From an optimization exercise on the open Yosys and OpenROAD flow, aimed at small area and a short achievable clock period; shortcuts taken in it are not production practice. RTL that was checked went through simulation tests only; none was proved equivalent to the original. No functional check of the RTL was part of runs 6 to 8.

## flow/design.v (module list and top-level ports; edited modules follow where they fit)
// module isq_square_tree: 496 lines
// module isq_xmul_tree: 638 lines
// module isq_ymul_tree: 642 lines
// module csa_fa: 10 lines
// module csa_fa1: 9 lines
// module csa_ha: 9 lines
// module inv_sqrt_unit: 186 lines
// module pipe_reg: 16 lines
module inv_sqrt_unit #(
	parameter logic [9:0] PIPE = 10'b1111111111
) (
	input  logic clk,
	input  logic reset,
	input  logic in_valid,
	input  fp_pkg::int_t in_value,
	output logic out_valid,
	output fp_pkg::fp_t  out_fp,
	output fp_pkg::int_t out_fixed
);
  // ...
==> flow/flow/run.sh <==
#!/bin/bash
set -euo pipefail
export SETUP_SLACK_MARGIN=6.3
bash standard.sh > standard.log 2>&1
==> flow/standard.sh <==
#!/bin/bash
# synth_recipe.tcl (not shown) runs the flow's synth.tcl, then flattens the netlist and writes it again
# the make line also repeats each setting of config.mk as NAME=value (left out here)
make -C /OpenROAD-flow-scripts/flow DESIGN_CONFIG=/design/flow/config.mk WORK_HOME=/design/flow/orfs CLKGATE_MAP_FILE= SYNTH_SCRIPT=/design/flow/synth_recipe.tcl "${@:-finish}"
==> flow/config.mk <==
export PLATFORM = sky130hd
export DESIGN_NAME = inv_sqrt_unit
export DESIGN_NICKNAME = inv_sqrt_unit
export VERILOG_FILES = /design/flow/design.v
export SDC_FILE = /design/flow/constraint.sdc
export NUM_CORES = 4
export LEC_CHECK = 0
export CAP_MARGIN = 20
export CORE_MARGIN = 2
export CORE_UTILIZATION = 40
export CTS_CLUSTER_DIAMETER = 100
export CTS_CLUSTER_SIZE = 30
export SLEW_MARGIN = 20
export SYNTH_HIERARCHICAL = 1
export SYNTH_MINIMUM_KEEP_SIZE = 0
export TNS_END_PERCENT = 10
==> flow/constraint.sdc <==
create_clock -name core_clock -period 9.5 [get_ports {clk}]
set_input_delay 1.9000 -clock core_clock [delete_from_list [all_inputs] [get_ports {clk}]]
set_output_delay 1.9000 -clock core_clock [all_outputs]
set_load 0.01 [all_outputs]
==> impl_results.md, run 1 <==
- Most frequent cells in the layout: dfxtp_1, fa_1, xnor2_1
- Vias per cell: 5.31
- Area taken by multi-input logic gates: 20,000 um2
- DR DRC count: 0
- Synth Warn #: 17
- Area growth from synthesis to layout: 2.13%
- Clock Tree Buf Depth: 3
- Largest register FFs: 69
- GPL Wtd Cong: 0.851
- Dpl ws: 5.93 ns
- Worst setup SP type: flip-flop
- Invs w/o clock: 71
- GR met3 Demand/Resource: 1.58%
- Starting Density: 40.4%
- Top Family by Delay on Critical Path: buffers and inverters
- Worst hold start: u_c5.q[7]
- First-pass GRT wire length: 111 mm
- Biggest regs: u_c5.q: 69 flops, u_c3.q: 68 flops, u_c4.q: 62 flops
- Wire length on met2: 33.2 mm
- Slew Limit Fails: 0
- CP Cell Sequence: clkdlybuf4s50_1
- Leading cell type in the layout, fill and taps excluded: dfxtp_1
- Status: timing/DRC/antenna clean
- Worst R2R Path Depth: 10
- Plain + repair buffers: 82
- Fmax achieved: 297 MHz
- DRT antenna net count: 0
- NumNets Final: 3,227
- Non-Filler Instances: 3,755
- CTS Hold Bufs: 0
==> run 2, diff against run 1 <==
==> flow/config.mk (replaced) <==
export PLATFORM = sky130hd
export DESIGN_NAME = inv_sqrt_unit
export DESIGN_NICKNAME = inv_sqrt_unit
export VERILOG_FILES = /design/flow/design.v
export SDC_FILE = /design/flow/constraint.sdc
export NUM_CORES = 4
export LEC_CHECK = 0
export CAP_MARGIN = 0
export CORE_MARGIN = 2
export CORE_UTILIZATION = 40
export CTS_CLUSTER_DIAMETER = 100
export CTS_CLUSTER_SIZE = 30
export SLEW_MARGIN = 0
export SYNTH_HIERARCHICAL = 1
export SYNTH_MINIMUM_KEEP_SIZE = 0
==> run 2 against run 1 <==
  * Still clean on timing, DRC and antenna
  * Register-to-register slack gained 0.11 ns
  * Worst setup slack better by 0.19 ns
  * Wire length hardly changed
  * Sequential share of layout area rose by 0.25 points
  * Die area unchanged
  * Utilization is 0.14 points higher
  * Worst hold slack improved by 0.0086 ns
  * Global-route usage about the same
  * Flip-flop and latch count is the same
  * Largest cell class unchanged
==> impl_results.md, run 2 <==
- Design area: 32,700 um2 (was 32,600 um2)
- CP Buf/Inv Count: 0 (was 1)
- Mean Syn Cell Area: 10.8 um2 (unchanged)
- Initial antenna violation count: 1 (unchanged)
- Worst skew pair latency: 0.61 ns (was 0.62 ns)
- Clock Tree Buf Depth: 3 (unchanged)
- Grt met2 use: 28.5% (about the same)
- CTS Buf Count: 24 (unchanged)
- Core area: 79,000 um2 (unchanged)
- Most common cell on crit path: fa_1
- Ant. Diodes: 0 (unchanged)
- Final setup viols: 0 (unchanged)
- Top Family by Delay on Critical Path: adder cells (was buffers and inverters)
- CP Cell Sequence: a22oi_1 -> xnor2_1 -> ha_1 -> fa_1 -> fa_1 -> fa_1 -> ha_1 -> a21oi_1 -> o21ai_1 (was clkdlybuf4s50_1)
- WP data required: 9.94 ns (was 7.60 ns)
- Area growth from synthesis to layout: 2.47% (was 2.13%)
- Hpwl dp: 48.1 mm (about the same)
- # H-tree levels: 1 (unchanged)
- Hold/Removal Path Class: flip-flop to flip-flop (unchanged)
- Starting Density: 40.4% (unchanged)
- Crit path DAT: 3.62 ns (was 1.47 ns)
- Final min period: 3.17 ns (was 3.37 ns)
- Synth Warn #: 17 (unchanged)
- 1st-pass router iterations: 6 (was 7)
- GPL Wtd Cong: 0.851 (unchanged)
- Leading cell type in the layout, fill and taps excluded: dfxtp_1 (unchanged)
- Fin crit share: 33.4% (was 35.5%)
- Layout cells sized above 1: 8.93% (was 8.50%)
- DR DRC count: 0 (unchanged)
- Die Y: 286 um (unchanged)
- GRT busiest layer: met2 (unchanged)
- Min-Delay Path Depth: 0 (unchanged)
- Max-Cap Viols: 0 (unchanged)
- Largest register FFs: 69 (unchanged)
- # fillers: 7,476 (was 7,498)
- Worst setup SP type: flip-flop (unchanged)
- Hold Vio Cnt, Final: 0 (unchanged)
- RSZ-0062 raised after global routing: yes (unchanged)
- Relative slew slack: 33.8% (about the same)
- GR met3 Demand/Resource: 1.69% (was 1.58%)
- Synthesized instance count: 2,946 (unchanged)
- Vias per cell: 5.35 (was 5.31)
- CTS Hold Bufs: 0 (unchanged)
- Crit. End Element: flip-flop (was output pin)
- Tightest Pin Transition: 0.991 ns (was 0.992 ns)
- Met1 Use GR: 21.8% (was 21.7%)
- DIE AREA: 82,100 um2 (unchanged)
- Biggest regs: u_c5.q: 69 flops, u_c3.q: 68 flops, u_c4.q: 62 flops (unchanged)
- CP Max Fanout: 16 (was 1)
- WL per Instance: 17.9 um (about the same)
- GRT overflow: 0 (unchanged)
- First-pass GRT wire length: 111 mm (about the same)
- Delay of the slowest cell on the worst path: 0.51 ns (was 0.55 ns)
- Fmax achieved: 315 MHz (was 297 MHz)
- Via count: 20.1k (was 19.9k)
- CP max-delay cell: fa_1 (was clkdlybuf4s50_1)
- DRT antenna net count: 0 (unchanged)
- Initial DRC Count: 1,492 (was 1,449)
- Critical Path Stages: 9 (was 1)
- Status: timing/DRC/antenna clean (unchanged)
- Largest net degree at the start of global routing: 36 (unchanged)
- DRT Wirelength: 67.2 mm (about the same)
- FP Rows: 103 (unchanged)
- Worst R2R Path Depth: 9 (was 10)
- CTS Sinks: 464 (unchanged)
- Worst-path clk slew: 0.11 ns (about the same)
- Critical path type: flip-flop to flip-flop (was flip-flop to output pin)
- Clk root buf: clkbuf_16 (unchanged)
- Largest Register: u_c5.q (unchanged)
- Area of the mapped netlist: 31,900 um2 (unchanged)
- NumNets Final: 3,231 (was 3,227)
- Area post-placement: 31,600 um2 (about the same)
- Die Span X: 286 um (unchanged)
- GRT Overall Usage: 16.4% (about the same)
- Clock skew: 0.0504 ns (was 0.0591 ns)
- Slew Limit Fails: 0 (unchanged)
- Port bufs: 55 (unchanged)
- Most frequent cells in the layout: dfxtp_1, fa_1, xnor2_1 (unchanged)
- I/O Pins: 63 (unchanged)
- Vias in the first global route: 21.3k (about the same)
- Setup total negative slack: 0 ns (unchanged)
- CTS tree: built (unchanged)
-- run 2: changes by cell type in the layout (fill, tap and decap cells not counted), sizes merged --
cell / change
buf: +4
clkdlybuf4s50: -32
clkinv: -1
dlygate4sd2: +36
dlymetal6s2s: -4
inv: +1
-- run 2: area by class of cell --
class                      instances  area (um2)  area share [%]
multi-input combinational       2053       20000            61.2
sequential                       464        9510            29.1
tap                             1050        1310            4.02
timing repair buffer              86         761            2.33
clock buffer                      24         601            1.84
inverter                          71         267           0.815
clock inverter                    11         229           0.700
-- run 2: path summary, 6_finish.rpt --
| check | endpoint | startpoint | slack, ns |
|---|---|---|---|
| worst min register to register | u_c5.q[3] | u_c4.q[3] | 0.33 |
| worst max register to register | u_c8.q[4] | u_c7.q[36] | 6.33 |
| worst max-delay path | u_c8.q[4] | u_c7.q[36] | 6.33 |
| worst min-delay path | u_c5.q[3] | u_c4.q[3] | 0.33 |
-- run 2: layer usage --
layer,vias up,part of all wire (%)
li1,9340,-
met1,10100,44
met2,578,49
met3,102,4.5
met4,0,2.4
met5,-,0
-- run 2: stage by stage --
step,util [%],hold slack [ns],setup WS [ns],cells
6_report,41.4,0.325,6.33,3759
5_1_grt,41.4,0.319,6.18,3759
4_1_cts,41.1,0.301,6.16,3749
3_5_place_dp,39.9,0.312,5.91,3714
3_3_place_gp,39.9,0.310,5.86,3714
2_1_floorplan,-,0.310,6.37,2960
-- run 2: what timing repair did --
| action | 4_1_cts | 5_1_grt |
|---|---|---|
| gates resized for setup | 108 | 70 |
| cloned | 0 | 1 |
| buffers inserted | 0 | 9 |
| setup endpoints to repair | 106 | 36 |
| pin swaps | 0 | 3 |
-- run 2: worst reg2reg max path, delay by kind of cell, from the launching register on --
family	cells	cell delay (ns)
adder cells (fa/ha/maj)	5	1.92
flip-flops	1	0.49
AO/OA/AOI/OAI	3	0.36
XOR/XNOR	1	0.26
==> run 3, diff against run 2 <==
==> flow/flow/run.sh (replaced) <==
#!/bin/bash
set -euo pipefail
export SETUP_SLACK_MARGIN=6.5
bash standard.sh > standard.log 2>&1
--- a/flow/config.mk
+++ b/flow/config.mk
@@ -5,11 +5,11 @@
 export SDC_FILE = /design/flow/constraint.sdc
 export NUM_CORES = 4
 export LEC_CHECK = 0
-export CAP_MARGIN = 0
+export CAP_MARGIN = 20
 export CORE_MARGIN = 2
 export CORE_UTILIZATION = 40
 export CTS_CLUSTER_DIAMETER = 100
 export CTS_CLUSTER_SIZE = 30
-export SLEW_MARGIN = 0
+export SLEW_MARGIN = 20
 export SYNTH_HIERARCHICAL = 1
 export SYNTH_MINIMUM_KEEP_SIZE = 0
==> run 3 against run 2 <==
  * Fmax rose by 2.8%
  * Register-to-register slack better by 0.09 ns
  * Clock skew is 0.0022 ns lower
  * Final cell count increased by 3.5%
  * Die area unchanged
  * Critical path depth did not move
  * Worst hold slack lost 0.0053 ns
  * Still clean on timing, DRC and antenna
  * Clock-buffer cell count rose by 1
  * Global-route usage rose by 0.48 points
  * Non-clock buffer count up 129
==> impl_results.md, run 3 <==
- Status: timing/DRC/antenna clean (unchanged)
- # fillers: 7,281 (was 7,476)
- Vias in the first global route: 21.5k (was 21.3k)
- Leading cell type in the layout, fill and taps excluded: dfxtp_1 (unchanged)
- WL per Instance: 18.2 um (was 17.9 um)
- Critical path type: flip-flop to flip-flop (unchanged)
- Max layer used: met4 (unchanged)
- # H-tree levels: 1 (unchanged)
- Initial antenna violation count: 2 (was 1)
- Worst R2R Path Depth: 9 (unchanged)
- Worst skew pair latency: 0.62 ns (was 0.61 ns)
- Met1 WL: 31.2 mm (was 29.7 mm)
- Hold/Removal Path Class: flip-flop to flip-flop (unchanged)
- Die Span X: 286 um (unchanged)
- Wire length on met2: 34.6 mm (was 32.9 mm)
- Crit path capture: u_c8.q[4] (unchanged)
- Final setup viols: 0 (unchanged)
- NumNets Final: 3,361 (was 3,231)
- Largest Register: u_c5.q (unchanged)
- CTS Sinks: 464 (unchanged)
- DR DRC count: 0 (unchanged)
- RSZ-0062 raised after global routing: yes (unchanged)
- Non-Filler Instances: 3,891 (was 3,759)
- Area growth from synthesis to layout: 7.68% (was 2.47%)
- CTS Buf Count: 25 (was 24)
- Fin crit share: 32.5% (was 33.4%)
- FP Rows: 103 (unchanged)
- Hpwl dp: 48.4 mm (was 48.1 mm)
- Post-layout worst setup margin: 6.41 ns (was 6.33 ns)
- Mean Syn Cell Area: 10.8 um2 (unchanged)
- Fmax achieved: 324 MHz (was 315 MHz)
- DRT Wirelength: 70.8 mm (was 67.2 mm)
- First-pass GRT wire length: 114 mm (was 111 mm)
- Biggest regs: u_c5.q: 69 flops, u_c3.q: 68 flops, u_c4.q: 62 flops (unchanged)
- Worst setup SP type: flip-flop (unchanged)
- Starting Density: 40.4% (unchanged)
- DIE AREA: 82,100 um2 (unchanged)
- CTS Hold Bufs: 0 (unchanged)
- Core area: 79,000 um2 (unchanged)
- Clock Tree Buf Depth: 3 (unchanged)
- Vias per cell: 5.31 (was 5.35)
- Area of the mapped netlist: 31,900 um2 (unchanged)
- Die Y: 286 um (unchanged)
- Via count: 20.6k (was 20.1k)
- CP Max Fanout: 17 (was 16)
- Largest register FFs: 69 (unchanged)
- Crit. Startpoint: u_c7.q[20] (was u_c7.q[36])
- Met3 Routed Length: 3.49 mm (was 3.01 mm)
- 1st-pass router iterations: 5 (was 6)
- WP data required: 9.96 ns (was 9.94 ns)
- Clk root buf: clkbuf_16 (unchanged)
- Largest net degree at the start of global routing: 36 (unchanged)
- Hold Vio Cnt, Final: 0 (unchanged)
- GRT Overall Usage: 16.9% (was 16.4%)
- Worst-path clk slew: 0.10 ns (was 0.11 ns)
- Slew Limit Fails: 0 (unchanged)
- CTS tree: built (unchanged)
- GRT overflow: 0 (unchanged)
- Ant. Diodes: 0 (unchanged)
- Placed cells: 3,711 (was 3,714)
- Setup total negative slack: 0 ns (unchanged)
- Clock skew: 0.0482 ns (was 0.0504 ns)
- Final min period: 3.09 ns (was 3.17 ns)
- Crit. End Element: flip-flop (unchanged)
- Layout cells sized above 1: 18.4% (was 8.93%)
- Max-Cap Viols: 0 (unchanged)
- Most frequent cells in the layout: dfxtp_1, fa_1, xnor2_1 (unchanged)
- Reg2reg start: u_c7.q[20] (was u_c7.q[36])
- Port bufs: 55 (unchanged)
- DRT antenna net count: 0 (unchanged)
- Initial DRC Count: 1,434 (was 1,492)
- Tightest Pin Transition: 0.996 ns (was 0.991 ns)
- Worst R2R End: u_c8.q[4] (unchanged)
- GPL Wtd Cong: 0.853 (was 0.851)
- Crit path DAT: 3.54 ns (was 3.62 ns)
- Synth Warn #: 17 (unchanged)
- Synthesized instance count: 2,946 (unchanged)
- I/O Pins: 63 (unchanged)
- Dpl ws: 5.83 ns (was 5.91 ns)
- Relative slew slack: 33.5% (was 33.8%)
==> run 3: worst min path at each step <==
stage                     startpoint         end  slack (ns)  cells after the start
after floorplan            u_c2.q[0]   u_c3.q[0]        0.31                      0
after global placement     u_c2.q[5]   u_c3.q[5]        0.31                      0
after detailed placement   u_c2.q[4]   u_c3.q[4]        0.31                      0
after CTS                 u_c6.q[29]  u_c7.q[35]        0.32                      0
after global routing      u_c6.q[29]  u_c7.q[35]        0.33                      0
final                     u_c6.q[29]  u_c7.q[35]        0.32                      0
==> run 3: layout make-up <==
type | instances | area, um2 | area share (%)
Clock buffer | 25 | 626 | 1.82
Clock inverter | 13 | 263 | 0.765
Inverter | 71 | 267 | 0.775
Multi-Input combinational cell | 2053 | 20400 | 59.5
Sequential cell | 464 | 9600 | 27.9
Tap cell | 1050 | 1310 | 3.82
Timing Repair Buffer | 215 | 1860 | 5.42
==> run 3: through the flow <==
stage | hold WS (ns) | cell area, um2 | util, %
global placement | 0.310 | 31600 | 40.0
CTS | 0.322 | 33200 | 42.0
floorplan | 0.310 | 32100 | -
finish | 0.320 | 34400 | 43.5
global route | 0.333 | 34400 | 43.5
detailed placement | 0.312 | 31600 | 40.0
==> run 3: critical path, cell delays in order, from the launching register on <==
cell,delay (ns)
dfxtp_4,0.43
a22oi_1,0.22
xnor2_1,0.16
ha_1,0.27
fa_1,0.38
fa_1,0.51
fa_1,0.42
ha_1,0.31
a21oi_1,0.15
o21ai_1,0.08
==> run 3: timing repair <==
action / 4_1_cts / 5_1_grt
resized for setup: 345 / 99
setup buffers: 51 / 90
endpoints found under the setup margin: 139 / 81
pin swaps: 15 / 55
endpoints found under the hold margin: 0 / 0
gates cloned: 0 / 1
==> run 3: layer usage <==
metal / vias up / GRT usage (%)
li1: 9618 / -
met1: 10400 / 22.6
met2: 574 / 29.0
met3: 96 / 2.19
met4: 0 / 4.03
met5: - / 0
==> run 4, diff against run 3 <==
==> flow/flow/run.sh (replaced) <==
#!/bin/bash
set -euo pipefail
export SETUP_SLACK_MARGIN=6.2
bash standard.sh > standard.log 2>&1
==> run 4 against run 3 <==
  * Die area did not move
  * Worst setup slack worse by 0.11 ns
  * Register-to-register slack worse by 0.11 ns
  * Critical path depth up 1
  * First-iteration DRC count decreased by 0.49%
  * Critical path type unchanged
  * Synthesized cell count is the same
  * Worst hold slack worse by 0.0041 ns
==> impl_results.md, run 4 <==
- Slew Limit Fails: 0 (unchanged)
- FP Rows: 103 (unchanged)
- Fin crit share: 33.7% (was 32.5%)
- Reg2reg start: u_c7.q[23] (was u_c7.q[20])
- Clk root buf: clkbuf_16 (unchanged)
- RSZ-0062 raised after global routing: yes (unchanged)
- Initial antenna violation count: 1 (was 2)
- Mean Syn Cell Area: 10.8 um2 (unchanged)
- Ant. Diodes: 0 (unchanged)
- Worst setup SP type: flip-flop (unchanged)
- CP Max Fanout: 18 (was 17)
- WL per Instance: 17.8 um (was 18.2 um)
- Crit path DAT: 3.64 ns (was 3.54 ns)
- Area of the mapped netlist: 31,900 um2 (unchanged)
- Worst R2R End: u_c8.q[4] (unchanged)
- DRT Wirelength: 66.9 mm (was 70.8 mm)
- Hold/Removal Path Class: flip-flop to flip-flop (unchanged)
- Worst R2R Path Depth: 10 (was 9)
- CTS tree: built (unchanged)
- Clock skew: 0.0587 ns (was 0.0482 ns)
- Largest Register: u_c5.q (unchanged)
- Biggest regs: u_c5.q: 69 flops, u_c3.q: 68 flops, u_c4.q: 62 flops (unchanged)
- Max-Cap Viols: 0 (unchanged)
- Vias in the first global route: 21.4k (was 21.5k)
- CTS Sinks: 464 (unchanged)
- Vias per cell: 5.33 (was 5.31)
- Worst skew pair latency: 0.61 ns (was 0.62 ns)
- Initial DRC Count: 1,427 (was 1,434)
- Worst-path clk slew: 0.10 ns (about the same)
- Die Y: 286 um (unchanged)
- Hold Vio Cnt, Final: 0 (unchanged)
- NumNets Final: 3,221 (was 3,361)
- Relative slew slack: 33.5% (about the same)
- # H-tree levels: 1 (unchanged)
- DIE AREA: 82,100 um2 (unchanged)
- Synthesized instance count: 2,946 (unchanged)
- Starting Density: 40.4% (unchanged)
- Crit path capture: u_c8.q[4] (unchanged)
- Fmax achieved: 312 MHz (was 324 MHz)
- Largest net degree at the start of global routing: 36 (unchanged)
- GPL Wtd Cong: 0.851 (was 0.853)
- I/O Pins: 63 (unchanged)
- WP data required: 9.94 ns (was 9.96 ns)
- Setup total negative slack: 0 ns (unchanged)
- 1st-pass router iterations: 6 (was 5)
- Final setup viols: 0 (unchanged)
- Synth Warn #: 17 (unchanged)
- Hpwl dp: 48.1 mm (was 48.4 mm)
- Clock Tree Buf Depth: 3 (unchanged)
- Core area: 79,000 um2 (unchanged)
- Critical path type: flip-flop to flip-flop (unchanged)
- Final min period: 3.20 ns (was 3.09 ns)
- Via count: 20.0k (was 20.6k)
- CTS Hold Bufs: 0 (unchanged)
- Tightest Pin Transition: 0.996 ns (about the same)
- Area growth from synthesis to layout: 1.86% (was 7.68%)
- DR DRC count: 0 (unchanged)
- Crit. Startpoint: u_c7.q[23] (was u_c7.q[20])
- Crit. End Element: flip-flop (unchanged)
- Min Hold Slack: 0.316 ns (was 0.320 ns)
- First-pass GRT wire length: 111 mm (was 114 mm)
- DRT antenna net count: 0 (unchanged)
- Port bufs: 55 (unchanged)
- CTS Buf Count: 24 (was 25)
- GRT overflow: 0 (unchanged)
- Leading cell type in the layout, fill and taps excluded: dfxtp_1 (unchanged)
- Largest register FFs: 69 (unchanged)
- Most frequent cells in the layout: dfxtp_1, fa_1, xnor2_1 (unchanged)
- GRT Overall Usage: 16.4% (was 16.9%)
- Die Span X: 286 um (unchanged)
- Status: timing/DRC/antenna clean (unchanged)
- Layout cells sized above 1: 8.15% (was 18.4%)
[run 4: area by class of cell]
type,count,area (um2)
inverters,71,267
clock inverters,11,236
fillers,7501,46500
multi-input cells,2053,20000
well taps,1050,1310
repair buffers,76,666
clock buffers,24,601
flip-flops and latches,464,9430
[run 4: routing by layer]
metal / vias up / global-route usage, % / share of wire, %
met5: - / 0 / 0
met4: 0 / 4.66 / 2.4
met3: 117 / 1.58 / 4.4
met2: 562 / 28.5 / 49
met1: 9985 / 21.8 / 44
li1: 9319 / - / -
[run 4: worst min path at each step]
| stage | startpoint | to | depth (start not counted) |
|---|---|---|---|
| after floorplan | u_c2.q[0] | u_c3.q[0] | 0 |
| after global placement | u_c8.q[3] | u_c9.q[3] | 0 |
| after detailed placement | u_c4.q[52] | u_c5.q[12] | 0 |
| after CTS | u_c5.q[7] | u_c6.q[23] | 0 |
| after global routing | u_c5.q[7] | u_c6.q[23] | 0 |
| final | u_c5.q[7] | u_c6.q[23] | 0 |
[run 4: critical path, cell delays in order, from the launching register on]
cell and delay, ns:
dfxtp_2 0.65, a22oi_1 0.18, xnor2_1 0.16, ha_1 0.33, fa_1 0.41, fa_1 0.47, ha_1 0.30, a21o_1 0.17
a21o_1 0.17, a21oi_1 0.14, o21ai_1 0.08
[run 4: metrics by stage]
stage	area, um2	utilization, %	setup slack (ns)	instances
after CTS	32400	41.1	6.09	3749
after floorplan	32000	-	6.37	2960
after global routing	32500	41.2	6.13	3749
final	32500	41.2	6.30	3749
after detailed placement	31600	39.9	5.93	3714
after global placement	31600	39.9	5.86	3714
[run 4: timing repair]
| action | 4_1_cts | 5_1_grt |
|---|---|---|
| pin swaps | 0 | 1 |
| resized for setup | 104 | 27 |
| endpoints found under the setup margin | 91 | 20 |
| buffers inserted | 0 | 0 |
==> run 5, diff against run 4 <==
==> flow/flow/run.sh (replaced) <==
#!/bin/bash
set -euo pipefail
export SETUP_SLACK_MARGIN=6.3
bash standard.sh > standard.log 2>&1
==> run 5 against run 4 <==
  * Via count decreased by 0.22%
  * Still clean on timing, DRC and antenna
  * Critical path type unchanged
  * Critical endpoint unchanged
  * Clock skew decreased by 0.0010 ns
  * Fmax increased by 0.79%
  * Sequential share of layout area increased by 0.090 points
  * Highest routed layer unchanged
==> impl_results.md, run 5 <==
- 1st-pass router iterations: 6 (unchanged)
- Leading cell type in the layout, fill and taps excluded: dfxtp_1 (unchanged)
- Initial DRC Count: 1,427 (unchanged)
- Setup total negative slack: 0 ns (unchanged)
- Biggest regs: u_c5.q: 69 flops, u_c3.q: 68 flops, u_c4.q: 62 flops (unchanged)
- Starting Density: 40.4% (unchanged)
- Worst R2R End: u_c8.q[4] (unchanged)
- Post-layout worst setup margin: 6.32 ns (was 6.30 ns)
- Vias per cell: 5.31 (was 5.33)
- Max-Cap Viols: 0 (unchanged)
- FP Rows: 103 (unchanged)
- Slew Limit Fails: 0 (unchanged)
- Clock Tree Buf Depth: 3 (unchanged)
- Die Y: 286 um (unchanged)
- RSZ-0062 raised after global routing: yes (unchanged)
- Core area: 79,000 um2 (unchanged)
- Met1 WL: 29.7 mm (was 29.5 mm)
- Max layer used: met4 (unchanged)
- GPL Wtd Cong: 0.851 (unchanged)
- Worst setup SP type: flip-flop (unchanged)
- CP Max Fanout: 17 (was 18)
- Port bufs: 55 (unchanged)
- Fin crit share: 33.4% (was 33.7%)
- Clock skew: 0.0576 ns (was 0.0587 ns)
- Relative slew slack: 33.5% (about the same)
- # H-tree levels: 1 (unchanged)
- DRT antenna net count: 0 (unchanged)
- Clk root buf: clkbuf_16 (unchanged)
- Largest net degree at the start of global routing: 36 (unchanged)
- DR DRC count: 0 (unchanged)
- Vias in the first global route: 21.4k (unchanged)
- CTS Buf Count: 24 (unchanged)
- Synthesized instance count: 2,946 (unchanged)
- Hpwl dp: 48.1 mm (unchanged)
- Area of the mapped netlist: 31,900 um2 (unchanged)
- WP data required: 9.94 ns (about the same)
- I/O Pins: 63 (unchanged)
- Worst Hold End: u_c6.q[23] (unchanged)
- Largest register FFs: 69 (unchanged)
- Layout cells sized above 1: 8.90% (was 8.15%)
- Reg2reg start: u_c7.q[34] (was u_c7.q[23])
- Critical path type: flip-flop to flip-flop (unchanged)
- Final setup viols: 0 (unchanged)
- CTS Hold Bufs: 0 (unchanged)
- Largest Register: u_c5.q (unchanged)
- First-pass GRT wire length: 111 mm (unchanged)
- Synth Warn #: 17 (unchanged)
- Worst skew pair latency: 0.61 ns (about the same)
- Most frequent cells in the layout: dfxtp_1, fa_1, xnor2_1 (unchanged)
- Area growth from synthesis to layout: 2.42% (was 1.86%)
- Initial antenna violation count: 1 (unchanged)
- Mean Syn Cell Area: 10.8 um2 (unchanged)
- Die Span X: 286 um (unchanged)
- Hold/Removal Path Class: flip-flop to flip-flop (unchanged)
- Hold Vio Cnt, Final: 0 (unchanged)
- DRT Wirelength: 67.1 mm (was 66.9 mm)
- Ant. Diodes: 0 (unchanged)
- CTS tree: built (unchanged)
- Worst-path clk slew: 0.10 ns (about the same)
- Min-Delay Path Depth: 0 (unchanged)
- Final min period: 3.18 ns (was 3.20 ns)
- CTS Sinks: 464 (unchanged)
- Tightest Pin Transition: 0.996 ns (about the same)
- Status: timing/DRC/antenna clean (unchanged)
- DIE AREA: 82,100 um2 (unchanged)
- Dpl ws: 5.93 ns (unchanged)
- Fmax achieved: 315 MHz (was 312 MHz)
- WL per Instance: 17.9 um (was 17.8 um)
- GRT overflow: 0 (unchanged)
- NumNets Final: 3,230 (was 3,221)
- Via count: 19.9k (was 20.0k)
- Crit. End Element: flip-flop (unchanged)
- GRT Overall Usage: 16.4% (unchanged)
- Wire length on met2: 33.0 mm (was 32.8 mm)
- Worst hold start: u_c5.q[7] (unchanged)
- Met3 Routed Length: 2.81 mm (was 2.97 mm)
- Crit path DAT: 3.62 ns (was 3.64 ns)
- Worst R2R Path Depth: 10 (unchanged)
## run 5: cell count changes in the layout (fill, tap and decap cells not counted), moves of 2 or more
cell,previous run,this run
dfxtp_4,21,49
buf_4,20,26
dfxtp_1,395,386
buf_6,1,3
dfxtp_2,48,29
## run 5: metrics by stage
step | std cells | hold WS [ns] | util (%) | cell area (um2)
2_1_floorplan | 2960 | 0.310 | - | 32000
3_3_place_gp | 3714 | 0.310 | 39.9 | 31600
3_5_place_dp | 3714 | 0.312 | 39.9 | 31600
4_1_cts | 3749 | 0.300 | 41.1 | 32400
5_1_grt | 3758 | 0.308 | 41.4 | 32700
6_report | 3758 | 0.318 | 41.4 | 32700
## run 5: what timing repair did
item,in CTS,in global routing
pin swaps,0,3
cloned,0,1
setup endpoints to repair,104,44
endpoints found under the hold margin,0,0
gates resized for setup,106,67
buffers inserted,0,8
## run 5: cell type report
class / count / area (um2)
tap: 1050 / 1310
clock inverter: 11 / 236
multi-input combinational: 2053 / 20000
clock buffer: 24 / 601
fill: 7490 / 46300
inverter: 71 / 267
sequential: 464 / 9510
timing repair buffer: 85 / 738
## run 5: routing by layer
layer,GRT usage (%),vias up
met5,0,-
met2,28.5,531
met1,21.8,9962
li1,-,9342
met4,4.66,0
met3,1.58,105
## run 5: worst max-delay path by stage
stage,slack [ns],depth (start not counted),to,startpoint
finish,6.32,10,u_c8.q[4],u_c7.q[34]
global route,6.16,10,u_c8.q[4],u_c7.q[33]
CTS,6.09,9,u_c8.q[4],u_c7.q[20]
detailed placement,5.93,9,u_c8.q[4],u_c7.q[36]
global placement,5.86,10,u_c8.q[4],u_c7.q[33]
floorplan,6.37,12,u_c8.q[4],u_c7.q[32]
## run 5: critical path, cell delays in order, from the launching register on
cell and delay (ns):
dfxtp_1 0.31, buf_4 0.20, a22oi_1 0.28, xnor2_1 0.13, fa_1 0.46, fa_1 0.53, fa_1 0.41, ha_1 0.31
a21o_1 0.16, a21oi_1 0.14, o21ai_1 0.08
==> module inv_sqrt_unit, before the edit <==
module inv_sqrt_unit #(
	parameter logic [9:0] PIPE = 10'b1111111111
) (
	input  logic clk,
	input  logic reset,
	input  logic in_valid,
	input  fp_pkg::int_t in_value,
	output logic out_valid,
	output fp_pkg::fp_t  out_fp,
	output fp_pkg::int_t out_fixed
);
	localparam int LAT = 1 + PIPE[0] + PIPE[1] + PIPE[2] + PIPE[3] + PIPE[4] +
		PIPE[5] + PIPE[6] + PIPE[7] + PIPE[8] + PIPE[9];
	logic [15:0] x;
	pipe_reg #(.W(16), .EN(PIPE[0])) u_c0 (.clk(clk), .d(in_value), .q(x));
	logic [15:0] n8, n4, n2, n1;
	logic [3:0]  lz;
	assign lz[3] = (x[15:8] == '0);
	assign n8 = lz[3] ? {x[7:0], 8'd0} : x;
	assign lz[2] = (n8[15:12] == '0);
	assign n4 = lz[2] ? {n8[11:0], 4'd0} : n8;
	assign lz[1] = (n4[15:14] == '0);
	assign n2 = lz[1] ? {n4[13:0], 2'd0} : n4;
	assign lz[0] = ~n2[15];
	assign n1 = lz[0] ? {n2[14:0], 1'b0} : n2;
	logic [14:0] a_m;
	logic [3:0]  a_p;
	pipe_reg #(.W(15+4), .EN(PIPE[1])) u_c1 (.clk(clk),
		.d({n1[14:0], ~lz}), .q({a_m, a_p}));
	logic        e0;
	logic [15:0] sub;
	logic [15:0] a_u;
	logic        a_b1;
	logic        a_t1;
	logic [3:0]  a_c;
	logic        a_z0;
	logic        a_zn;
	assign e0 = ~a_p[0];
	assign sub = {e0, a_m};
	assign a_u = 16'd28339 - sub;
	assign a_b1 = (sub > 16'd28339);
	assign a_t1 = a_b1 | (sub <= 16'd1193);
	assign a_c = 4'(({1'b0, a_p} + 5'd1) >> 1) + {3'd0, a_b1};
	assign a_z0 = (~a_b1 & ~e0 & ~a_t1) | (a_b1 & e0);
	assign a_zn = a_b1 & ~e0;
	logic [15:0] b_u;
	logic [3:0]  b_c;
	logic        b_t1, b_z0, b_zn;
	pipe_reg #(.W(16+4+3), .EN(PIPE[2])) u_c2 (.clk(clk),
		.d({a_u, a_c, a_t1, a_z0, a_zn}),
		.q({b_u, b_c, b_t1, b_z0, b_zn}));
	logic [35:13] b_ra, b_rb;
	logic         b_ci;
	isq_square_tree u_square (.u(b_u), .ra(b_ra), .rb(b_rb), .ci(b_ci));
	logic [35:13] c_ra, c_rb;
	logic         c_ci;
	logic [15:0]  c_u;
	logic [3:0]   c_c;
	logic         c_t1, c_z0, c_zn;
	pipe_reg #(.W(23+23+1+16+4+3), .EN(PIPE[3])) u_c3 (.clk(clk),
		.d({b_ra, b_rb, b_ci, b_u, b_c, b_t1, b_z0, b_zn}),
		.q({c_ra, c_rb, c_ci, c_u, c_c, c_t1, c_z0, c_zn}));
	logic [35:12] c_p1;
	logic [16:0]  c_ysq;
	assign c_p1 = {c_ra, 1'b1} + {c_rb, c_ci};
	assign c_ysq = c_t1 ? c_p1[34:18] : c_p1[33:17];
	logic [15:0]  c_sub;
	logic [14:0]  c_m;
	assign c_sub = 16'd28339 - c_u;
	assign c_m = c_sub[14:0];
	logic [16:-1] c_mb;
	logic [7:0]   c_mone, c_mtwo;
	logic [6:0]   c_mneg;
	assign c_mb = {2'b01, c_m, 1'b0};
	always_comb begin
		for (int k = 0; k < 8; k++) begin
			c_mone[k] = c_mb[2*k] ^ c_mb[2*k-1];
			c_mtwo[k] = (c_mb[2*k+1] & ~c_mb[2*k] & ~c_mb[2*k-1]) |
				(~c_mb[2*k+1] & c_mb[2*k] & c_mb[2*k-1]);
		end
		for (int k = 0; k < 7; k++) begin
			c_mneg[k] = c_mb[2*k+1];
		end
	end
	logic [15:0] d_u;
	logic [7:0]  d_mone, d_mtwo;
	logic [6:0]  d_mneg;
	logic [16:0] d_ysq;
	logic [3:0]  d_c;
	logic        d_z0, d_zn;
	pipe_reg #(.W(16+23+17+4+2), .EN(PIPE[4])) u_c4 (.clk(clk),
		.d({c_u, c_mone, c_mtwo, c_mneg, c_ysq, c_c, c_z0, c_zn}),
		.q({d_u, d_mone, d_mtwo, d_mneg, d_ysq, d_c, d_z0, d_zn}));
	logic [33:11] d_ra, d_rb;
	logic         d_ci;
	isq_xmul_tree u_xmul (.s(d_ysq), .one(d_mone), .two(d_mtwo), .neg(d_mneg),
		.ra(d_ra), .rb(d_rb), .ci(d_ci));
	logic [33:11] e_ra, e_rb;
	logic         e_ci;
	logic [15:0]  e_u;
	logic [3:0]   e_c;
	logic         e_z0, e_zn;
	pipe_reg #(.W(23+23+1+16+4+2), .EN(PIPE[5])) u_c5 (.clk(clk),
		.d({d_ra, d_rb, d_ci, d_u, d_c, d_z0, d_zn}),
		.q({e_ra, e_rb, e_ci, e_u, e_c, e_z0, e_zn}));
	logic [33:10] e_q;
	logic         e_t2;
	logic [16:0]  e_xs;
	logic         e_d2;
	assign e_q = {e_ra, 1'b1} + {e_rb, e_ci};
	assign e_t2 = e_q[33];
	assign e_xs = e_t2 ? e_q[32:16] : e_q[31:15];
	assign e_d2 = (e_z0 & ~e_t2) | (e_zn & e_t2);
	logic [15:0] f_u;
	logic [16:0] f_xs;
	logic [3:0]  f_c;
	logic        f_d2;
	pipe_reg #(.W(16+17+4+1), .EN(PIPE[6])) u_c6 (.clk(clk),
		.d({e_u, e_xs, e_c, e_d2}),
		.q({f_u, f_xs, f_c, f_d2}));
	logic [15:0] f_negx;
	logic [14:0] f_d;
	assign f_negx = 16'd0 - f_xs[15:0];
	assign f_d = f_d2 ? {f_negx[15:2], 1'b0} : {f_negx[14:1], f_xs[0]};
	logic [15:-1] f_db;
	logic [7:0]   f_done, f_dtwo, f_dneg;
	assign f_db = {f_d[14], f_d, 1'b0};
	always_comb begin
		for (int k = 0; k < 8; k++) begin
			f_done[k] = f_db[2*k] ^ f_db[2*k-1];
			f_dtwo[k] = (f_db[2*k+1] & ~f_db[2*k] & ~f_db[2*k-1]) |
				(~f_db[2*k+1] & f_db[2*k] & f_db[2*k-1]);
			f_dneg[k] = f_db[2*k+1];
		end
	end
	logic [15:0] g_u;
	logic [7:0]  g_done, g_dtwo, g_dneg;
	logic [3:0]  g_c;
	pipe_reg #(.W(16+24+4), .EN(PIPE[7])) u_c7 (.clk(clk),
		.d({f_u, f_done, f_dtwo, f_dneg, f_c}),
		.q({g_u, g_done, g_dtwo, g_dneg, g_c}));
	logic [36:12] g_ra, g_rb;
	logic         g_ci;
	isq_ymul_tree u_ymul (.u(g_u), .one(g_done), .two(g_dtwo), .neg(g_dneg),
		.ra(g_ra), .rb(g_rb), .ci(g_ci));
	logic [36:12] h_ra, h_rb;
	logic         h_ci;
	logic [3:0]   h_c;
	pipe_reg #(.W(25+25+1+4), .EN(PIPE[8])) u_c8 (.clk(clk),
		.d({g_ra, g_rb, g_ci, g_c}),
		.q({h_ra, h_rb, h_ci, h_c}));
	logic [36:11] h_wf;
	logic [36:17] h_w;
	assign h_wf = {h_ra, 1'b1} + {h_rb, h_ci};
	assign h_w = h_wf[36:17];
	logic [36:17] i_w;
	logic [3:0]   i_c;
	pipe_reg #(.W(20+4), .EN(PIPE[9])) u_c9 (.clk(clk),
		.d({h_w, h_c}),
		.q({i_w, i_c}));
	logic [17:0] i_frac;
	logic [3:0]  i_exp;
	logic [19:0] i_fix;
	assign i_frac = i_w[36] ? i_w[35:18] : i_w[34:17];
	assign i_exp = 4'd15 - i_c + {3'd0, i_w[36]};
	assign i_fix = i_w >> (5'd4 + {1'b0, i_c});
	logic [LAT-1:0] vpipe;
	always_ff @(posedge clk) begin
		if (reset) begin
			vpipe <= '0;
		end else begin
			vpipe <= {vpipe[LAT-2:0], in_valid};
		end
	end
	assign out_valid = vpipe[LAT-1];
	logic [3:0]  o_exp;
	logic [17:0] o_frac;
	logic [13:0] o_fix;
	always_ff @(posedge clk) begin
		o_exp <= i_exp;
		o_frac <= i_frac;
		o_fix <= i_fix[13:0];
	end
	assign out_fp = {5'b00111, o_exp, o_frac};
	assign out_fixed = {2'b00, o_fix};
endmodule
==> run 6, diff against run 5 <==
--- a/flow/design.v
+++ b/flow/design.v
@@ -1819,7 +1819,7 @@
 `timescale 1ns/10ps
 `default_nettype none
 module inv_sqrt_unit #(
-	parameter logic [9:0] PIPE = 10'b1111111111
+	parameter logic [9:0] PIPE = 10'b1111111110
 ) (
 	input  logic clk,
 	input  logic reset,
==> run 6 against run 5 <==
  * Flip-flop and latch count down 17
  * Wire length up 2.7%
  * Clock skew down 0.019 ns
  * Worst hold slack better by 0.0099 ns
  * Area after synthesis down 0.75%
  * Utilization up 0.74 points
  * Final cell count up 2.0%
  * Via count up 3.3%
  * Cell area up 1.5%
==> impl_results.md, run 6 <==
- Status: timing/DRC/antenna clean (unchanged)
- Design area: 33,200 um2 (was 32,700 um2)
- DR DRC count: 0 (unchanged)
- Non-Filler Instances: 3,834 (was 3,758)
- Vias in the first global route: 21.4k (about the same)
- CTS Buf Count: 23 (was 24)
- GRT overflow: 0 (unchanged)
- Relative slew slack: 36.4% (was 33.5%)
- Reg2reg start: u_c7.q[26] (was u_c7.q[34])
- Largest Register: u_c5.q (unchanged)
- Initial antenna violation count: 0 (was 1)
- DRT antenna net count: 0 (unchanged)
- Max-Cap Viols: 0 (unchanged)
- Biggest regs: u_c5.q: 69 flops, u_c3.q: 68 flops, u_c4.q: 62 flops (unchanged)
- Leading cell type in the layout, fill and taps excluded: dfxtp_1 (unchanged)
- Tightest Pin Transition: 0.953 ns (was 0.996 ns)
- Area post-placement: 31,200 um2 (was 31,600 um2)
- Crit. Startpoint: in_value[14] (was u_c7.q[34])
- Hold/Removal Path Class: flip-flop to flip-flop (unchanged)
- Worst skew pair latency: 0.59 ns (was 0.61 ns)
- 1st-pass router iterations: 5 (was 6)
- Area of the mapped netlist: 31,700 um2 (was 31,900 um2)
- Final min period: 3.45 ns (was 3.18 ns)
- Synth Warn #: 16 (was 17)
- Area growth from synthesis to layout: 4.69% (was 2.42%)
- Clock Tree Buf Depth: 3 (unchanged)
- Met3 Routed Length: 3.05 mm (was 2.81 mm)
- Min-Delay Path Depth: 0 (unchanged)
- Critical path type: primary input to flip-flop (was flip-flop to flip-flop)
- Core area: 78,700 um2 (was 79,000 um2)
- WP data required: 10.00 ns (was 9.94 ns)
- Max layer used: met4 (unchanged)
- CTS Sinks: 447 (was 464)
- DRT Wirelength: 68.9 mm (was 67.1 mm)
- Vias per cell: 5.37 (was 5.31)
- Die Span X: 285 um (was 286 um)
- Clock skew: 0.0384 ns (was 0.0576 ns)
- CP Max Fanout: 6 (was 17)
- Hpwl dp: 47.4 mm (was 48.1 mm)
- Setup total negative slack: 0 ns (unchanged)
- Initial DRC Count: 1,467 (was 1,427)
- First-pass GRT wire length: 112 mm (was 111 mm)
- Slew Limit Fails: 0 (unchanged)
- FP Rows: 103 (unchanged)
- Crit. End Element: flip-flop (unchanged)
- Ant. Diodes: 0 (unchanged)
- Crit path DAT: 3.95 ns (was 3.62 ns)
- # H-tree levels: 1 (unchanged)
- CTS Hold Bufs: 0 (unchanged)
- Largest register FFs: 69 (unchanged)
- I/O Pins: 63 (unchanged)
- Placed cells: 3,703 (was 3,714)
- Largest net degree at the start of global routing: 34 (was 36)
- Worst hold start: u_c6.q[2] (was u_c5.q[7])
- Layout cells sized above 1: 12.6% (was 8.90%)
- Worst R2R Path Depth: 6 (was 10)
- Clk root buf: clkbuf_16 (unchanged)
- Starting Density: 40.2% (was 40.4%)
- WL per Instance: 18.0 um (was 17.9 um)
- RSZ-0062 raised after global routing: yes (unchanged)
- Via count: 20.6k (was 19.9k)
- Mean Syn Cell Area: 10.7 um2 (was 10.8 um2)
- GPL Wtd Cong: 0.850 (was 0.851)
- Final setup viols: 0 (unchanged)
- GRT Overall Usage: 16.7% (was 16.4%)
- Hold Vio Cnt, Final: 0 (unchanged)
- Most frequent cells in the layout: dfxtp_1, fa_1, xnor2_1 (unchanged)
- Worst-path clk slew: 0.11 ns (was 0.10 ns)
- Fmax achieved: 290 MHz (was 315 MHz)
- Synthesized instance count: 2,947 (was 2,946)
- Die Y: 285 um (was 286 um)
- Wire length on met2: 34.2 mm (was 33.0 mm)
- NumNets Final: 3,307 (was 3,230)
- Fin crit share: 36.3% (was 33.4%)
- CTS tree: built (unchanged)
- Met1 WL: 30.3 mm (was 29.7 mm)
- DIE AREA: 81,500 um2 (was 82,100 um2)
- Port bufs: 55 (unchanged)
- Worst setup SP type: primary input (was flip-flop)
[run 6: path summary, 6_finish.rpt]
check                    end  slack, ns
setup / recovery   u_c1.q[9]       6.05
hold reg to reg    u_c7.q[1]       0.33
hold / removal     u_c7.q[1]       0.33
setup reg to reg  u_c8.q[13]       6.37
[run 6: timing repair]
action | CTS | global route
setup buffers | 27 | 70
setup endpoints to repair | 129 | 55
pin swaps | 17 | 13
gates cloned | 1 | 0
gates resized for setup | 213 | 70
[run 6: critical path: stages]
cell	delay [ns]
buf_8	0.09
or4_4	0.56
a21oi_4	0.21
a21oi_2	0.09
o21bai_2	0.18
a21oi_4	0.12
nand2b_4	0.17
mux2i_1	0.24
o21ai_2	0.11
mux2_4	0.28
[run 6: layer usage]
| metal | track usage [%] | vias up |
|---|---|---|
| met3 | 2.09 | 101 |
| met2 | 29.0 | 585 |
| met5 | 0 | - |
| met1 | 21.9 | 10400 |
| met4 | 4.44 | 0 |
| li1 | - | 9476 |
[run 6: layout make-up]
class / count / area (um2)
Inverter: 78 / 293
Multi-Input combinational cell: 2058 / 20100
Clock buffer: 25 / 593
Sequential cell: 447 / 9180
Tap cell: 1050 / 1310
Timing Repair Buffer: 168 / 1470
Clock inverter: 8 / 181
Fill cell: 7436 / 45600
[run 6: metrics by stage]
stage          utilization (%)  hold slack, ns  setup slack [ns]
3_5_place_dp              39.6           0.312              4.55
6_report                  42.1           0.328              6.05
5_1_grt                   42.1           0.338              6.04
4_1_cts                   41.1           0.327              6.08
3_3_place_gp              39.6           0.310              4.60
2_1_floorplan                -           0.310              5.37
==> run 7, diff against run 6 <==
--- a/flow/design.v
+++ b/flow/design.v
@@ -1819,7 +1819,7 @@
 `timescale 1ns/10ps
 `default_nettype none
 module inv_sqrt_unit #(
-	parameter logic [9:0] PIPE = 10'b1111111110
+	parameter logic [9:0] PIPE = 10'b0111111111
 ) (
 	input  logic clk,
 	input  logic reset,
==> run 7 against run 6 <==
  * Fmax is 8.7% higher
  * Critical path depth is 6 higher
  * First-iteration DRC count is 2.2% higher
  * Worst setup slack better by 0.28 ns
  * Area after synthesis is 0.32% lower
  * Sequential share of layout area is 0.079 points lower
  * Global-route usage is 0.26 points lower
  * Clock skew is 0.0017 ns lower
  * Worst hold slack better by 0.0030 ns
  * Clock-buffer cell count is 1 lower
  * Register-to-register slack worse by 0.04 ns
  * Critical path type is now flip-flop to flip-flop
  * Critical endpoint is now o_fix[0]
==> impl_results.md, run 7 <==
- Status: timing/DRC/antenna clean (unchanged)
- Crit path DAT: 3.64 ns (was 3.95 ns)
- CP Cell Sequence: ha_4 -> a21o_1 -> a21oi_2 -> o21ai_2 -> a21o_1 -> a21oi_2 -> o21a_1 -> buf_6 -> o211ai_1 -> a21oi_2 -> xnor2_2 -> mux2_4 -> nor2_4 -> a21oi_4 -> mux2i_1 -> a21oi_1 (was buf_8 -> or4_4 -> a21oi_4 -> a21oi_2 -> o21bai_2 -> a21oi_4 -> nand2b_4 -> mux2i_1 -> o21ai_2 -> mux2_4)
- GR met3 Demand/Resource: 1.92% (was 2.09%)
- Worst setup SP type: flip-flop (was primary input)
- CP max-delay cell: dfxtp_2 (was or4_4)
- Clk root buf: clkbuf_16 (unchanged)
- Area growth from synthesis to layout: 3.78% (was 4.69%)
- GRT busiest layer: met2 (unchanged)
- Final core occ: 41.7% (was 42.1%)
- Synth Warn #: 16 (unchanged)
- Fmax achieved: 315 MHz (was 290 MHz)
- Hold Vio Cnt, Final: 0 (unchanged)
- I/O Pins: 63 (unchanged)
- CTS tree: built (unchanged)
- Met1 Use GR: 21.6% (was 21.9%)
- Placed cells: 3,700 (was 3,703)
- CTS Buf Count: 23 (unchanged)
- Largest net degree at the start of global routing: 34 (unchanged)
- CP Buf/Inv Count: 1 (unchanged)
- NumNets Final: 3,247 (was 3,307)
- GRT Overall Usage: 16.4% (was 16.7%)
- Grt met2 use: 28.7% (was 29.0%)
- Final min period: 3.17 ns (was 3.45 ns)
- Layout cells sized above 1: 11.7% (was 12.6%)
- Hold/Removal Path Class: flip-flop to flip-flop (unchanged)
- GRT overflow: 0 (unchanged)
- Tightest Pin Transition: 0.919 ns (was 0.953 ns)
- Most frequent cells in the layout: fa_1, dfxtp_1, xnor2_1 (was dfxtp_1, fa_1, xnor2_1)
- Top Family by Delay on Critical Path: compound AO/OA/AOI/OAI gates (was simple AND/OR/NAND/NOR gates)
- Vias per cell: 5.36 (was 5.37)
- Port bufs: 55 (unchanged)
- Initial DRC Count: 1,499 (was 1,467)
- Mean Syn Cell Area: 10.7 um2 (about the same)
- Hpwl dp: 47.1 mm (was 47.4 mm)
- Die Y: 285 um (about the same)
- GPL Wtd Cong: 0.861 (was 0.850)
- Crit. End Element: flip-flop (unchanged)
- Min Hold Slack: 0.331 ns (was 0.328 ns)
- Relative slew slack: 38.2% (was 36.4%)
- Synthesized instance count: 2,947 (unchanged)
- Most common cell on crit path: a21oi_2 (was a21oi_4)
- Max-Cap Viols: 0 (unchanged)
- Leading cell type in the layout, fill and taps excluded: fa_1 (was dfxtp_1)
- Area of the mapped netlist: 31,600 um2 (was 31,700 um2)
- 1st-pass router iterations: 5 (unchanged)
- Largest register FFs: 69 (unchanged)
- Initial antenna violation count: 0 (unchanged)
- First-pass GRT wire length: 111 mm (was 112 mm)
- CTS Sinks: 439 (was 447)
- FP Rows: 103 (unchanged)
- DRT Wirelength: 67.7 mm (was 68.9 mm)
- Worst-path clk slew: 0.11 ns (about the same)
- Fin crit share: 33.4% (was 36.3%)
- CTS Hold Bufs: 0 (unchanged)
- Via count: 20.2k (was 20.6k)
- Setup total negative slack: 0 ns (unchanged)
- CP Max Fanout: 4 (was 6)
- DRT antenna net count: 0 (unchanged)
- Critical path type: flip-flop to flip-flop (was primary input to flip-flop)
- Non-Filler Instances: 3,778 (was 3,834)
- Largest Register: u_c5.q (unchanged)
- Slew Limit Fails: 0 (unchanged)
- Clock skew: 0.0366 ns (was 0.0384 ns)
- Design area: 32,800 um2 (was 33,200 um2)
- Ant. Diodes: 0 (unchanged)
- WP data required: 9.97 ns (was 10.00 ns)
- Worst skew pair latency: 0.59 ns (about the same)
- DR DRC count: 0 (unchanged)
- Core area: 78,600 um2 (was 78,700 um2)
- Starting Density: 40.2% (about the same)
- DIE AREA: 81,200 um2 (was 81,500 um2)
- # H-tree levels: 1 (unchanged)
- Area post-placement: 31,000 um2 (was 31,200 um2)
- Vias in the first global route: 21.1k (was 21.4k)
- RSZ-0062 raised after global routing: yes (unchanged)
- Die Span X: 285 um (about the same)
- Clock Tree Buf Depth: 3 (unchanged)
- Final setup viols: 0 (unchanged)
- WL per Instance: 17.9 um (was 18.0 um)
- Biggest regs: u_c5.q: 69 flops, u_c3.q: 68 flops, u_c4.q: 62 flops (unchanged)
- Delay of the slowest cell on the worst path: 0.34 ns (was 0.56 ns)
[run 7: worst register-to-register path, cell delays in order, from the launching register on]
cell and delay, ns:
dfxtp_2 0.34, ha_4 0.25, a21o_1 0.13, a21oi_2 0.07
o21ai_2 0.22, a21o_1 0.21, a21oi_2 0.08, o21a_1 0.22
buf_6 0.12, o211ai_1 0.32, a21oi_2 0.13, xnor2_2 0.18
mux2_4 0.31, nor2_4 0.12, a21oi_4 0.05, mux2i_1 0.20
a21oi_1 0.10
[run 7: layout make-up]
class / instances / area (um2)
Fill cell: 7455 / 45800
Multi-Input combinational cell: 2057 / 20300
Sequential cell: 439 / 9040
Tap cell: 1050 / 1310
Timing Repair Buffer: 117 / 1010
Clock buffer: 24 / 579
Inverter: 78 / 293
Clock inverter: 13 / 218
[run 7: worst paths after layout]
path / startpoint / endpoint / slack (ns) / cells after the start
setup / recovery: u_c8.q[30] / o_fix[0] / 6.33 / 16
hold / removal: u_c6.q[26] / u_c7.q[32] / 0.33 / 0
setup reg to reg: u_c8.q[30] / o_fix[0] / 6.33 / 16
hold reg to reg: u_c6.q[26] / u_c7.q[32] / 0.33 / 0
[run 7: timing repair]
item	in CTS	in global routing
gates resized for setup	143	126
endpoints found under the setup margin	156	69
pin swaps	5	31
setup buffers	5	35
gates cloned	1	0
[run 7: stage by stage]
| step | setup slack (ns) |
|---|---|
| 6_report | 6.33 |
| 5_1_grt | 6.10 |
| 4_1_cts | 6.28 |
| 3_5_place_dp | 5.68 |
| 3_3_place_gp | 5.74 |
| 2_1_floorplan | 6.36 |
[run 7: layer usage]
layer  vias to the layer above  routed length, um
li1                       9345                  -
met3                       104               3030
met1                     10200              29400
met2                       561              33600
met5                         -                  0
met4                         0               1590
==> run 8, diff against run 7 <==
--- a/flow/config.mk
+++ b/flow/config.mk
@@ -8,7 +8,7 @@
 export CAP_MARGIN = 20
 export CORE_MARGIN = 2
 export CORE_UTILIZATION = 40
-export CTS_CLUSTER_DIAMETER = 100
+export CTS_CLUSTER_DIAMETER = 130
 export CTS_CLUSTER_SIZE = 30
 export SLEW_MARGIN = 20
 export SYNTH_HIERARCHICAL = 1
==> run 8 against run 7 <==
  * Still clean on timing, DRC and antenna
  * Sequential share of layout area increased by 0.073 points
  * Critical path depth unchanged
  * Worst hold slack got worse by 0.0061 ns
  * Synthesized cell count unchanged
  * Wire length about the same
  * Global-route usage decreased by 0.050 points
  * Critical endpoint unchanged
==> impl_results.md, run 8 <==
- CP max-delay cell: dfxtp_2 (unchanged)
- Area taken by multi-input logic gates: 20,300 um2 (about the same)
- # H-tree levels: 1 (unchanged)
- CTS Buf Count: 21 (was 23)
- CP Buf/Inv Count: 1 (unchanged)
- Crit path DAT: 3.60 ns (was 3.64 ns)
- Mean Syn Cell Area: 10.7 um2 (unchanged)
- GRT overflow: 0 (unchanged)
- Delay of the slowest cell on the worst path: 0.35 ns (was 0.34 ns)
- CP Max Fanout: 4 (unchanged)
- DIE AREA: 81,200 um2 (unchanged)
- Worst setup SP type: flip-flop (unchanged)
- Design area: 32,700 um2 (was 32,800 um2)
- # fillers: 7,443 (was 7,455)
- Crit. End Element: flip-flop (unchanged)
- Biggest regs: u_c5.q: 69 flops, u_c3.q: 68 flops, u_c4.q: 62 flops (unchanged)
- Clk root buf: clkbuf_16 (unchanged)
- WL per Instance: 17.9 um (about the same)
- Hold Vio Cnt, Final: 0 (unchanged)
- Die Y: 285 um (unchanged)
- RSZ-0062 raised after global routing: yes (unchanged)
- First-pass GRT wire length: 111 mm (about the same)
- Final setup viols: 0 (unchanged)
- 1st-pass router iterations: 6 (was 5)
- Clock Tree Buf Depth: 3 (unchanged)
- Fin crit share: 33.2% (was 33.4%)
- Largest Register: u_c5.q (unchanged)
- Hpwl dp: 47.1 mm (unchanged)
- Vias per cell: 5.35 (was 5.36)
- Initial DRC Count: 1,588 (was 1,499)
- GRT Overall Usage: 16.4% (about the same)
- Via count: 20.2k (about the same)
- DRT antenna net count: 0 (unchanged)
- Synthesized instance count: 2,947 (unchanged)
- CTS tree: built (unchanged)
- DR DRC count: 0 (unchanged)
- Core area: 78,600 um2 (unchanged)
- DRT Wirelength: 67.6 mm (was 67.7 mm)
- Largest register FFs: 69 (unchanged)
- Worst skew pair latency: 0.58 ns (was 0.59 ns)
- Hold/Removal Path Class: flip-flop to flip-flop (unchanged)
- Clock skew: 0.0430 ns (was 0.0366 ns)
- Max-Cap Viols: 0 (unchanged)
- Worst-path clk slew: 0.12 ns (was 0.11 ns)
- Min Hold Slack: 0.325 ns (was 0.331 ns)
- Most frequent cells in the layout: fa_1, dfxtp_1, xnor2_1 (unchanged)
- Met3 Routed Length: 3.19 mm (was 3.03 mm)
- Top Family by Delay on Critical Path: compound AO/OA/AOI/OAI gates (unchanged)
- Final min period: 3.16 ns (was 3.17 ns)
- CTS Hold Bufs: 0 (unchanged)
- CTS Sinks: 439 (unchanged)
- Layout cells sized above 1: 11.4% (was 11.7%)
- GPL Wtd Cong: 0.861 (unchanged)
- FP Rows: 103 (unchanged)
- Most common cell on crit path: a21oi_2 (unchanged)
- Critical path type: flip-flop to flip-flop (unchanged)
- NumNets Final: 3,245 (was 3,247)
- Starting Density: 40.2% (unchanged)
- Area post-placement: 31,000 um2 (unchanged)
- Met1 WL: 29.5 mm (was 29.4 mm)
- Register area: 9040 um2 (about the same)
- Area of the mapped netlist: 31,600 um2 (unchanged)
- Die Span X: 285 um (unchanged)
- Relative slew slack: 39.7% (was 38.2%)
- Initial antenna violation count: 0 (unchanged)
- Synth Warn #: 16 (unchanged)
- Port bufs: 55 (unchanged)
- Slew Limit Fails: 0 (unchanged)
- CP Cell Sequence: ha_4 -> a21o_1 -> a21oi_2 -> o21ai_2 -> a21o_1 -> a21oi_2 -> o21a_1 -> buf_6 -> o211ai_1 -> a21oi_2 -> xnor2_2 -> mux2_4 -> nor2_4 -> a21oi_2 -> mux2i_1 -> a21oi_1 (was ha_4 -> a21o_1 -> a21oi_2 -> o21ai_2 -> a21o_1 -> a21oi_2 -> o21a_1 -> buf_6 -> o211ai_1 -> a21oi_2 -> xnor2_2 -> mux2_4 -> nor2_4 -> a21oi_4 -> mux2i_1 -> a21oi_1)
- WP data required: 9.94 ns (was 9.97 ns)
- Largest net degree at the start of global routing: 34 (unchanged)
- Setup total negative slack: 0 ns (unchanged)
- Wire length on met2: 33.6 mm (about the same)
- Max layer used: met4 (unchanged)
- Fmax achieved: 317 MHz (was 315 MHz)
- Vias in the first global route: 21.1k (about the same)
- Ant. Diodes: 0 (unchanged)
- Area growth from synthesis to layout: 3.46% (was 3.78%)
- Leading cell type in the layout, fill and taps excluded: fa_1 (unchanged)
- Tightest Pin Transition: 0.897 ns (was 0.919 ns)
- I/O Pins: 63 (unchanged)
- Status: timing/DRC/antenna clean (unchanged)
[run 8: changes by cell type in the layout (fill, tap and decap cells not counted), sizes merged]
| cell | before | now |
|---|---|---|
| inv | 81 | 79 |
| clkbuf | 24 | 21 |
| clkinvlp | 2 | 0 |
| clkinv | 8 | 5 |
[run 8: layout make-up]
type / instances / area share, %
Multi-Input combinational cell: 2057 / 62.3
Sequential cell: 439 / 27.7
Tap cell: 1050 / 4.02
Timing Repair Buffer: 117 / 3.16
Clock buffer: 21 / 1.61
Inverter: 78 / 0.896
Clock inverter: 6 / 0.394
[run 8: path summary, 6_finish.rpt]
| check | start | end | slack (ns) | cells past startpoint |
|---|---|---|---|---|
| worst min register to register | u_c5.q[8] | u_c6.q[24] | 0.33 | 0 |
| worst max-delay path | u_c8.q[30] | o_fix[0] | 6.34 | 16 |
| worst min-delay path | u_c5.q[8] | u_c6.q[24] | 0.33 | 0 |
| worst max register to register | u_c8.q[30] | o_fix[0] | 6.34 | 16 |
[run 8: stage by stage]
stage / utilization (%) / worst slack [ns] / instances
2_1_floorplan: - / 6.36 / 2961
3_3_place_gp: 39.5 / 5.74 / 3700
3_5_place_dp: 39.5 / 5.68 / 3700
4_1_cts: 40.6 / 6.28 / 3733
5_1_grt: 41.6 / 6.14 / 3768
6_report: 41.6 / 6.34 / 3768
[run 8: what timing repair did]
item | CTS | global route
pin swaps | 6 | 33
resized for setup | 141 | 131
cloned | 1 | 0
setup buffers | 5 | 35
endpoints found under the setup margin | 157 | 69
[run 8: routing by layer]
metal	track usage, %	vias up
li1	-	9331
met3	1.92	85
met1	21.5	10200
met4	4.02	0
met2	28.7	567
met5	0	-

-- port drivers added, routing unchanged --
No port has a modelled driver above. Below, the same layouts with a new extraction and two added sets of constraints.
Step 1 (the two cells are an assumption about what drives the block):
set clk [get_ports {clk}]
set_driving_cell -lib_cell sky130_fd_sc_hd__clkbuf_16 $clk
set_driving_cell -lib_cell sky130_fd_sc_hd__buf_2 [delete_from_list [all_inputs] $clk]
Step 2, shift: input delay + t, output delay - t, t = (earliest + latest rising clock arrival at the registers) / 2. This alone moves slack from input paths to output paths.
Slacks: ideal / step 1 / step 2; pairs: ideal / step 1.
run | shift t [ns] | setup slack, ns | hold WS [ns] | latest minus earliest clock arrival (ns)
run 1 | 0.647 | 6.131 / 6.074 / 6.222 | 0.317 / 0.317 / 0.317 | 0.066 / 0.066
run 2 | 0.653 | 6.326 / 6.312 / 6.326 | 0.325 / 0.325 / 0.325 | 0.051 / 0.051
run 3 | 0.659 | 6.412 / 6.412 / 6.412 | 0.320 / 0.320 / 0.320 | 0.050 / 0.050
run 4 | 0.646 | 6.298 / 6.298 / 6.298 | 0.316 / 0.316 / 0.316 | 0.066 / 0.066
run 5 | 0.646 | 6.323 / 6.323 / 6.323 | 0.318 / 0.318 / 0.318 | 0.064 / 0.064
run 6 | 0.642 | 6.049 / 6.074 / 5.432 | 0.328 / 0.328 / 0.328 | 0.044 / 0.044
run 7 | 0.636 | 6.326 / 6.321 / 6.326 | 0.331 / 0.331 / 0.331 | 0.040 / 0.040
run 8 | 0.619 | 6.341 / 6.336 / 6.341 | 0.325 / 0.325 / 0.325 | 0.055 / 0.055
After both steps setup and hold are still met in every run listed. The setup slack of run 6, which loses most, moves by +0.025 ns with the drivers and by -0.617 ns with both steps.
